This design comes from an exercise in tuning for small area, a short achievable clock period and few clock cycles on the open sky130 flow, not from production work. RTL that was checked went through simulation tests only; none was proved equivalent to the original. Power figures rest on the tool's default switching activity, not on a simulated workload.

== main ==
// ss_pipeline
module ss_pipeline (
	input  logic         clock,
	input  logic         reset,
	output logic [7:0]   imem_addr,
	input  logic [47:0]  imem_data,
	output logic [2:0]   commit_valid,
	output logic [23:0]  commit_pc,
	output logic [2:0]   commit_wr_en,
	output logic [8:0]   commit_rd,
	output logic [47:0]  commit_data,
	output logic [2:0]   commit_stop,
	output logic         halted
);
Size in the first run: about 200 flip-flops, ~11,000 µm² of cells after synthesis.
clock: 6.0 ns
lec_check: 0
cap_margin: 20
core_margin: 2
core_utilization: 40
setup_slack_margin: 3
slew_margin: 20
run.sh (not shown) runs the stock make flow with config.mk's settings and CLKGATE_MAP_FILE= SYNTH_SCRIPT=/design/flow/synth_recipe.tcl, a recipe that flattens the netlist after the stock synthesis.
Testbench counts of main, summed over its fixed seeds: cycles 8,821.
Changes in the feature branch relative to main:
-- flow/config.mk --
<<< main, line 10
export CORE_UTILIZATION = 40
>>> the feature branch, line 10
export CORE_UTILIZATION = 60
Notes after the runs:
Of main and the feature branch, the higher cell-internal power belongs to the feature branch. Compared with main, in the feature branch flip-flop and latch count after synthesis essentially unchanged, fmax now smaller, global-route track usage on met2 rose by 16 points. Compared with main, the feature branch is more frugal on power. For the feature branch, the critical path launch point was imem_data[6], unlike main, where it was imem_data[8]. Delta (the feature branch minus main): final area was more or less identical, number of tapcells decreased by 33% relative to the old numbers. Diff main and the feature branch: cell count lower in the feature branch.


ss_pipeline, a different RTL version from the one above (not shown whole).
Size: ~160 flip-flops, roughly 150 I/O pins.
Settings: LEC_CHECK=0, CAP_MARGIN=20, CORE_MARGIN=2, CORE_UTILIZATION=40, SETUP_SLACK_MARGIN=2.8, SLEW_MARGIN=20; clock period 6.0 ns.
standard.sh (not shown) runs the stock make flow with config.mk's settings and CLKGATE_MAP_FILE= SYNTH_SCRIPT=/design/flow/synth_recipe.tcl, a recipe that flattens the netlist after the stock synthesis.
==> flow/flow/run.sh <==
#!/bin/bash
# The standard layout (standard synthesis, floorplan, placement, CTS,
# routing), except that the port buffers placed before global placement
# are sky130_fd_sc_hd__buf_2 rather than the flow's default choice (a
# clkdlybuf4s50 delay buffer), which is slow on the input and output
# paths. Make's full output goes to flow_make.log in this folder; ORFS
# keeps each step's log under orfs/logs.
set -euo pipefail
bash standard.sh "BUFFER_PORTS_ARGS=-buffer_cell sky130_fd_sc_hd__buf_2" finish > flow_make.log 2>&1
Change:
Settings changed: ABC_AREA from default to 1.
Power came out higher by a few percent.
Sequential cell count does not change.
First-iteration DRC count went up by a quarter to a third.
Via count grows by roughly a tenth.
Critical path depth drops by 2.
No run of this note included a check of the RTL's function; only the layout flow was run.


ss_pipeline, a different RTL version from the one above (not shown whole).
For scale: ~1200 cells after synthesis, about 220 flip-flops, about 12000 sq um of cells after synthesis.
Settings: LEC_CHECK=0, CAP_MARGIN=20, CORE_MARGIN=2, CORE_UTILIZATION=30, GPL_ROUTABILITY_DRIVEN=0, SETUP_SLACK_MARGIN=3, SLEW_MARGIN=20; clock period 6.0 ns.
Scripts as last shown in full above: flow/flow/run.sh
The starting point passed the timing, DRC and antenna checks.
Testbench counts at the start, summed over its fixed seeds: cycles 7,372.
Next try:
CORE_UTILIZATION = 55   (was 30)
GPL_ROUTABILITY_DRIVEN = default   (was 0)
=>
- clock power is about the same
- power goes up by 0.56%
- utilization goes up by 28 points
- final area goes down by 3.3%
- hold slack stays flat
- global-route usage goes up by 12 points
Next try:
CORE_UTILIZATION = 30   (was 55)
Effect:
- The new run completed with no timing, DRC or antenna violations
- cell count went up by 14%
- hold slack is about the same
- critical path depth went down by 6
Next try:
CORE_UTILIZATION = 40   (was 30)
Effect: Setup slack loses 0.012 ns; final cell count shrinks by a few percent; design area shrinks slightly; first-iteration DRC count goes up by about a fifth; critical path depth is higher by 6; synthesized cell count stays the same; total power drops slightly; area after synthesis stays the same; hold slack is about the same.


Another version of the RTL of ss_pipeline (not shown whole).
Size in the first run: ~1200 cells after synthesis, about 220 flip-flops, ~150 I/O pins, ~12000 sq um of cells after synthesis.
// ss_pipeline
module ss_pipeline (
	input  logic         clock,
	input  logic         reset,
	output logic [7:0]   imem_addr,
	input  logic [47:0]  imem_data,
	output logic [2:0]   commit_valid,
	output logic [23:0]  commit_pc,
	output logic [2:0]   commit_wr_en,
	output logic [8:0]   commit_rd,
	output logic [47:0]  commit_data,
	output logic [2:0]   commit_stop,
	output logic         halted
);
==> flow/config.mk <==
export PLATFORM = sky130hd
export DESIGN_NAME = ss_pipeline
export DESIGN_NICKNAME = ss_pipeline
export VERILOG_FILES = /design/flow/design.v
export SDC_FILE = /design/flow/constraint.sdc
export NUM_CORES = 4
export LEC_CHECK = 0
export CAP_MARGIN = 20
export CORE_MARGIN = 2
export CORE_UTILIZATION = 40
export SETUP_SLACK_MARGIN = 3.2
export SLEW_MARGIN = 20
==> flow/constraint.sdc <==
create_clock -name core_clock -period 6.0 [get_ports {clock}]
set_input_delay 1.2000 -clock core_clock [delete_from_list [all_inputs] [get_ports {clock}]]
set_output_delay 1.2000 -clock core_clock [all_outputs]
set_load 0.01 [all_outputs]
Scripts as last shown in full above: flow/flow/run.sh
Testbench counts at the start, summed over its fixed seeds: cycles 7,372.
Next try:
--- a/flow/flow/run.sh
+++ b/flow/flow/run.sh
@@ -4 +4 @@
-# are sky130_fd_sc_hd__buf_2 rather than the flow's default choice (a
+# are sky130_fd_sc_hd__buf_4 rather than the flow's default choice (a
@@ -9 +9 @@
-bash standard.sh "BUFFER_PORTS_ARGS=-buffer_cell sky130_fd_sc_hd__buf_2" finish > flow_make.log 2>&1
+bash standard.sh "BUFFER_PORTS_ARGS=-buffer_cell sky130_fd_sc_hd__buf_4" finish > flow_make.log 2>&1
--- a/flow/config.mk
+++ b/flow/config.mk
@@ -11 +11 @@
-export SETUP_SLACK_MARGIN = 3.2
+export SETUP_SLACK_MARGIN = 3
=> Synthesized cell count is unchanged. Core utilization decreases by 1.9 points. Cell area drops by a few percent. First-iteration DRC count climbs by roughly a tenth. Fmax fell slightly. Flip-flop and latch count is unchanged. Critical path depth rose by 1. Global-route usage fell by 0.64 points.
Next try:
==> flow/run.sh (new file) <==
#!/bin/bash
# synth_recipe.tcl (not shown) runs the flow's synth.tcl, then flattens the netlist and writes it again
# the make line also repeats each setting of config.mk as NAME=value (left out here)
make -C /OpenROAD-flow-scripts/flow DESIGN_CONFIG=/design/flow/config.mk WORK_HOME=/design/flow/orfs CLKGATE_MAP_FILE= SYNTH_SCRIPT=/design/flow/synth_recipe.tcl finish
--- a/flow/config.mk
+++ b/flow/config.mk
@@ -11 +11 @@
-export SETUP_SLACK_MARGIN = 3
+export SETUP_SLACK_MARGIN = 3.0
removed: flow/flow/run.sh
removed: flow/standard.sh
The changed run completed with no timing, DRC or antenna violations.
Core utilization rose by 1.3 points.
Die area does not change.
Cell count rose by 0.84%.
Routed wire length rose by 0.64%.
Via count rose by 0.95%.
Setup slack gets worse by 81 ps.
Cell area rose by 2.6%.
Synthesized cell count does not change.
Power rose by 3.3%.
Global-route usage rose by 0.39 points.
Sequential share of layout area fell by 0.76 points.
Next try:
--- a/flow/config.mk
+++ b/flow/config.mk
@@ -11 +11 @@
-export SETUP_SLACK_MARGIN = 3.0
+export SETUP_SLACK_MARGIN = 3
Sequential power is about the same. Wire length does not change. Non-clock buffer count does not change. Clock power is about the same. Design area stays the same.


ss_pipeline with an RTL version that a note above also has.
Size in the first run: about 1,200 cells after synthesis, roughly 220 flip-flops, roughly 12,000 µm² of cells after synthesis.
==> flow/config.mk <==
export PLATFORM = sky130hd
export DESIGN_NAME = ss_pipeline
export DESIGN_NICKNAME = ss_pipeline
export VERILOG_FILES = /design/flow/design.v
export SDC_FILE = /design/flow/constraint.sdc
export NUM_CORES = 4
export LEC_CHECK = 0
export CAP_MARGIN = 20
export CORE_MARGIN = 2
export CORE_UTILIZATION = 30
export SETUP_SLACK_MARGIN = 2.9
export SLEW_MARGIN = 20
==> flow/constraint.sdc <==
create_clock -name core_clock -period 6.0 [get_ports {clock}]
set_input_delay 1.2000 -clock core_clock [delete_from_list [all_inputs] [get_ports {clock}]]
set_output_delay 1.2000 -clock core_clock [all_outputs]
set_load 0.01 [all_outputs]
==> flow/flow/run.sh <==
#!/bin/bash
# The standard layout (standard synthesis, floorplan, placement, CTS,
# routing), except that the port buffers placed before global placement
# are sky130_fd_sc_hd__buf_2 rather than the flow's default choice (a
# clkdlybuf4s50 delay buffer), which is slow on the input and output
# paths. Make's full output goes to flow_make.log in this folder; ORFS
# keeps each step's log under orfs/logs.
set -euo pipefail
bash standard.sh "BUFFER_PORTS_ARGS=-buffer_cell sky130_fd_sc_hd__buf_2" finish > flow_make.log 2>&1
Testbench counts at the start, summed over its fixed seeds: cycles 7,372.
Then changed:
CORE_UTILIZATION = 35   (was 30)
SETUP_SLACK_MARGIN = 3   (was 2.9)
Effect: Die area went down by 14%. Synthesized cell count does not change. Sequential power barely changes. Routed wire length goes down by 2.0%. Hold slack is about the same. Final cell count decreases by 3.8%. Cell area climbs by 0.39%.
Then changed:
ABC_AREA = 1   (was unset)
ABC_CLOCK_PERIOD_IN_PS = 2500   (was unset)
CORE_UTILIZATION = 40   (was 35)
Outcome: The changed run completed with no timing, DRC or antenna violations. Global-route usage rises by 4.7 points. Final area grows by 1.3%. Area after synthesis rose by 7.3%. Routed wire length goes up by 19%. Core utilization climbs by 3.3 points. Fmax climbs by 0.78%.
Then changed:
ABC_AREA = unset   (was 1)
ABC_CLOCK_PERIOD_IN_PS = unset   (was 2500)
CORE_UTILIZATION = 30   (was 40)
GPL_TIMING_DRIVEN = 0   (was unset)
Effect: The new run passed the timing, DRC and antenna checks. Fmax goes down by 3.2%. Die area goes up by about 24%. Flip-flop and latch count is unchanged. Routed wire length goes down by about 3.5%. Non-clock buffer count goes up by 127. Cell count goes down by about 15%. Cell area goes up by about 3%. Synthesized cell count goes down by 32%.
Then changed:
GPL_TIMING_DRIVEN = unset   (was 0)
SETUP_SLACK_MARGIN = 3.1   (was 3)
What happened: Count of clock-buffer cells in the layout went down by 1. Synthesized cell count is unchanged. Global-route usage went down by 1.7 points. Setup slack gets better by 0.071 ns. Utilization went down by 0.58 points. Synthesized area stays the same. Final area went down by 1.5%.
Then changed:
ABC_AREA = 1   (was unset)
CORE_UTILIZATION = 40   (was 30)
SETUP_SLACK_MARGIN = 3   (was 3.1)
=> Global-route usage went up by 7.3 points. Total power is higher by 6.0%. Non-clock buffer count drops by 29. Via count climbs by 25%. Routed wire length rose by 15%. Area after synthesis grows by 7.3%. Die area shrinks by 19%. Cell area decreases by 1.6%. Flip-flop and latch count is unchanged. Core utilization rises by 8.1 points.


Another version of the RTL of ss_pipeline (not shown whole).
Size in the first run: about 150 flip-flops, about 150 I/O pins, ~9100 um^2 of cells after synthesis.
clock: 6.0 ns
lec_check: 0
abc_area: 1
cap_margin: 20
core_margin: 2
core_utilization: 40
setup_slack_margin: 2.6
slew_margin: 20
run.sh (not shown) runs the stock make flow with config.mk's settings and CLKGATE_MAP_FILE= SYNTH_SCRIPT=/design/flow/synth_recipe.tcl, a recipe that flattens the netlist after the stock synthesis.
Stock flow here: none of the scripts above is used.
Edit:
Settings changed: SETUP_SLACK_MARGIN 2.6 to 2.7.
What happened: The changed run ran to the end with no violations; clock-buffer cell count rises by 6; wire length is higher by about 9%; design area increases by about 4.5%.
No run of this note included a check of the RTL's function; only the layout flow was run.


Another version of the RTL of ss_pipeline (not shown whole).
For scale: about 340 flip-flops, about 150 I/O pins, about 0.027 mm^2 of cells after synthesis.
clock: 6.0 ns
lec_check: 0
cap_margin: 20
core_margin: 2
core_utilization: 55
setup_slack_margin: 3
slew_margin: 20
Testbench counts at the start, summed over its fixed seeds: cycles 4,922.
==> next run, changes <==
- CORE_UTILIZATION: 55 -> 70
With this change the flow died in 5_1_grt on GRT-0232.
Area after synthesis stays the same.
Synthesized cell count stays the same.


Setup of run Z:
ss_pipeline, a different RTL version from the one above (not shown whole).
Size in the first run: about 3200 cells after synthesis, roughly 360 flip-flops, roughly 150 I/O pins, roughly 27000 sq um of cells after synthesis.
clock: 6.0 ns
lec_check: 0
cap_margin: 20
core_margin: 2
core_utilization: 30
setup_slack_margin: 3
slew_margin: 20
Testbench counts of run Z, summed over its fixed seeds: cycles 4,813.
Here is what was changed in the inputs of run X compared with run Z.
- CORE_UTILIZATION: 30 -> 40
Findings:
Both conditions hold for run X: the flow ran to the end and the final layout passed the timing, DRC and antenna checks.
Comparing run Z with run X, the count of routing violations after the opening detailed-route iteration came out essentially unchanged.
From run Z to run X the numbers moved as follows: overall routed net length grew by 4.5 mm, number of clock buffers inserted by TritonCTS grew by 2.3%.
| register fraction of the total cell area | higher: run X |
Looking at start point of the critical path, the u_fetch.pc[1] result is from run Z; the imem_data[17] one comes from run X.
Compared with run Z, run X shows maximum fanout along the worst path lower by 5.
When run X is set beside run Z, its required time reported for the critical path endpoint turns out to be 0.06 ns larger.
Diff run Z -> run X | peak clock frequency supported by timing | up slightly

-- port drivers added, routing unchanged --
Ports are ideal in the flow. The routed layouts listed here were re-timed in OpenROAD. Step 1 assumes that a clkbuf_16 drives the clock port and a buf_2 every other input. Step 2 times the ports against the registers' clock, not the clock port: input delays grow and output delays shrink by t, the midpoint of the rising clock arrivals with the driver on. Slacks: ideal ports / drivers / drivers and shift; pairs: ideal ports / drivers.
run | shift t [ns] | setup slack, ns | latest minus earliest clock arrival (ns) | pins driven straight from the clock port
main | 0.488 | 2.990 / 2.991 / 2.502 | 0.011 / 0.011 | 1
the feature branch | 0.484 | 2.925 / 2.903 / 2.418 | 0.011 / 0.011 | 1
the first run of note 2 | 0.482 | 1.823 / 1.753 / 1.271 | 0.020 / 0.020 | 1
the second run of note 2 | 0.484 | 2.226 / 2.187 / 1.702 | 0.011 / 0.011 | 1
the first run of note 3 | 0.585 | 3.002 / 2.999 / 2.427 | 0.021 / 0.021 | 1
the second run of note 3 | 0.564 | 3.015 / 3.021 / 2.457 | 0.008 / 0.008 | 1
the third run of note 3 | 0.562 | 3.085 / 3.034 / 2.543 | 0.012 / 0.012 | 1
the fourth run of note 3 | 0.558 | 3.073 / 3.031 / 2.539 | 0.011 / 0.010 | 1
the first run of note 4 | 0.564 | 3.111 / 3.088 / 2.561 | 0.013 / 0.014 | 1
the second run of note 4 | 0.567 | 3.082 / 2.987 / 2.420 | 0.011 / 0.011 | 1
the third run of note 4 | 0.562 | 3.001 / 3.015 / 2.452 | 0.015 / 0.015 | 1
the fourth run of note 4 | 0.562 | 3.001 / 3.015 / 2.452 | 0.015 / 0.015 | 1
the first run of note 5 | 0.575 | 2.941 / 2.969 / 2.394 | 0.011 / 0.012 | 1
the second run of note 5 | 0.559 | 3.117 / 3.084 / 2.567 | 0.017 / 0.018 | 1
the third run of note 5 | 0.583 | 3.139 / 3.089 / 2.548 | 0.016 / 0.017 | 1
the fourth run of note 5 | 0.594 | 3.045 / 3.047 / 2.473 | 0.034 / 0.034 | 1
the fifth run of note 5 | 0.571 | 3.116 / 3.065 / 2.607 | 0.012 / 0.012 | 1
the sixth run of note 5 | 0.583 | 3.139 / 3.089 / 2.548 | 0.016 / 0.017 | 1
the first run of note 6 | 0.480 | 2.657 / 2.637 / 2.157 | 0.012 / 0.012 | 1
the second run of note 6 | 0.477 | 2.684 / 2.610 / 2.133 | 0.010 / 0.010 | 1
the first run of note 7 | 0.631 | 2.336 / 2.336 / 2.021 | 0.035 / 0.034 | 1
run Z | 0.649 | 2.759 / 2.759 / 2.142 | 0.023 / 0.023 | 1
run X | 0.671 | 2.818 / 2.763 / 2.092 | 0.024 / 0.024 | 1
After both steps every run listed still meets setup and hold. The setup slack of run X, which loses most, moves by -0.055 ns with the drivers and by -0.726 ns with both steps.
